Background: an optimization exercise with open tools, aiming at small area and a short achievable clock period. Do not read the settings as production practice.
The RTL was checked by simulation tests, not by an equivalence proof against the original design.
Power is estimated from default activity; no workload was simulated.

== build 72 ==
Design virtual_fabric, start of the top module:
module virtual_fabric
#(
  parameter int NUM_PE = 8,
  parameter logic [31:0] L1_MAP  = 32'h2222_2221,
  parameter logic [31:0] DFR_MAP = 32'h0000_0000,
  parameter logic [7:0]  BOOTH_MAP = 8'hff   
) (
  input  logic                  clk,
  input  logic                  rst,
  input  logic                  en,
  input  logic [31:0]                 data_in,    
  output logic [31:0]                 data_out,   
  input  logic                  cfg_req,
  input  logic [21:0]             cfg_wr,     
  output logic                  cfg_ack
);
export LEC_CHECK = 0
export ABC_AREA = 1
export CAP_MARGIN = 20
export CORE_MARGIN = 2
export CORE_UTILIZATION = 40
export CTS_BUF_LIST = sky130_fd_sc_hd__clkbuf_4 sky130_fd_sc_hd__clkbuf_8
export SETUP_SLACK_MARGIN = 4.8
export SLEW_MARGIN = 20
export TNS_END_PERCENT = 0
create_clock -name core_clock -period 8.0 [get_ports {clk}]
run.sh (not shown) runs the stock make flow with config.mk's settings and CLKGATE_MAP_FILE= SYNTH_SCRIPT=/design/flow/synth_recipe.tcl, a recipe that flattens the netlist after the stock synthesis.
Build 72: flow completed, timing, DRC and antenna clean
### build 72 -> build 8
Settings: TNS_END_PERCENT: 0 -> unset.
[summary]
Build 8 | status: complete | timing, DRC, antenna: pass
Between build 8 and build 72, the combined flip-flop and latch cell area figures differ only marginally.
Cell count: build 8 higher than build 72
[diff] global-route wire length before repair, build 8 relative to build 72: regression
| worst setup slack | build 8 vs build 72 | better |
The lower combinational fraction of design power came out of build 72.
In the flow results for build 8 and build 72, the portion of the layout cell area used by non-clock buffers is smaller on build 72.
In build 8 relative to build 72, total power consumption of the routed design had gone up by a few percent.
| core utilization | build 8 vs build 72 | 3.5 points higher |
Between build 72 and build 8, sequential share of cell area decreased.
Comparing build 8 against build 72, there is no change at all in number of cells produced by synthesis.
Build 8 reports its source of the critical timing path as g_pe[0].u_pe.u_dsp.genblk1.genblk1.u_s.s1_q[52] while build 72 reports u_cfg.cfg_array[163].
--- input diff build 8..build 90 ---
Settings: an added TNS_END_PERCENT of 10; a deleted CTS_BUF_LIST that had been sky130_fd_sc_hd__clkbuf_4 sky130_fd_sc_hd__clkbuf_8.
==> comparison <==
- Min highest fanout seen on the critical path across build 90 and build 8: build 90
- Compared to build 8, build 90 has setup slack after placement 0.0043 ns lower.
- Compared with build 8, in build 90 power lost 0.97%; synthesized cell count held; minimum setup slack in the final design has decreased; switching power decreased 0.098 mW.
- In build 90, the met3 track demand over resource in global routing came out 0.59 points below the value in build 8.
- From build 8 to build 90 the numbers moved as follows: number of nets in the finished design now smaller; source-to-sink clock delay at the later pin of the worst-skew pair now smaller.
- Build 8 vs build 90, category of the most critical setup path: reg2reg vs reg2out
The following lists how build 94 was set up differently from build 90:
Settings: CTS_BUF_LIST: unset -> sky130_fd_sc_hd__clkbuf_4 sky130_fd_sc_hd__clkbuf_8.
Results
- Diff build 90 and build 94: post-CTS repair timing setup buffer count lower in build 90
- On total via count in the routed design: build 94 sits above build 90.
- The post-route cell area on build 94 is in line with that on build 90.
--- input diff build 94..build 46 ---
Settings: TNS_END_PERCENT changed from 10 to 0; CTS_BUF_LIST removed (was sky130_fd_sc_hd__clkbuf_4 sky130_fd_sc_hd__clkbuf_8).
[summary]
In build 46 the number of buffers outside the clock class in the layout turned out 28% lower than in build 94. Build 46 vs build 94: leakage power summed over all cells down in build 46. | clock network contribution to total cell area | build 94 vs build 46 | ≈ equal |.
Input-level comparison between build 26 and build 46:
Settings: removing TNS_END_PERCENT (formerly 0); changing CORE_UTILIZATION from 40 to 55.
==> comparison <==
- Build 26 ended with every stage complete and zero timing, DRC or antenna violations.
- The sequential standard cell area was comparable across build 46 and build 26.
- Build 26 ended up with g_pe[0].u_pe.u_dsp.genblk1.genblk1.u_s.s1_q[29] as its beginning of the critical path; build 46 ended up with data_in[27].
- Summary: with build 46 as the reference, number of ordinary and repair buffers in the finished layout in build 26 moved up by more than half.
- Build 26 vs build 46: number of global-route vias before repair up in build 26

afterwards: timing with drivers on the ports:
In the flow no input, the clock included, has a driving cell. The finished layouts below were timed again as built, in two steps.
Step 1: set_driving_cell puts a clkbuf_16 on clk and a buf_2 on each other input, an assumption about the parent block.
Step 2 times the ports against the registers' clock, not the clock port: input delays grow and output delays shrink by t, the midpoint of the rising clock arrivals with the driver on.
a / b / c = no drivers / after step 1 / after step 2; a / b = the first two.
run | shift t [ns] | setup WS [ns] | cell pins on the clock port's net
build 72 | 1.125 | 4.538 / 4.516 / 3.476 | 1
build 8 | 1.145 | 4.639 / 4.639 / 3.620 | 1
build 90 | 0.942 | 4.525 / 4.434 / 3.685 | 1
build 94 | 1.129 | 4.529 / 4.435 / 3.478 | 1
build 46 | 0.944 | 4.490 / 4.424 / 3.619 | 1
build 26 | 0.929 | 4.560 / 4.560 / 3.872 | 1
After both steps every run listed still meets setup and hold. The setup slack of build 72, which loses most, moves by -0.022 ns with the drivers and by -1.062 ns with both steps.
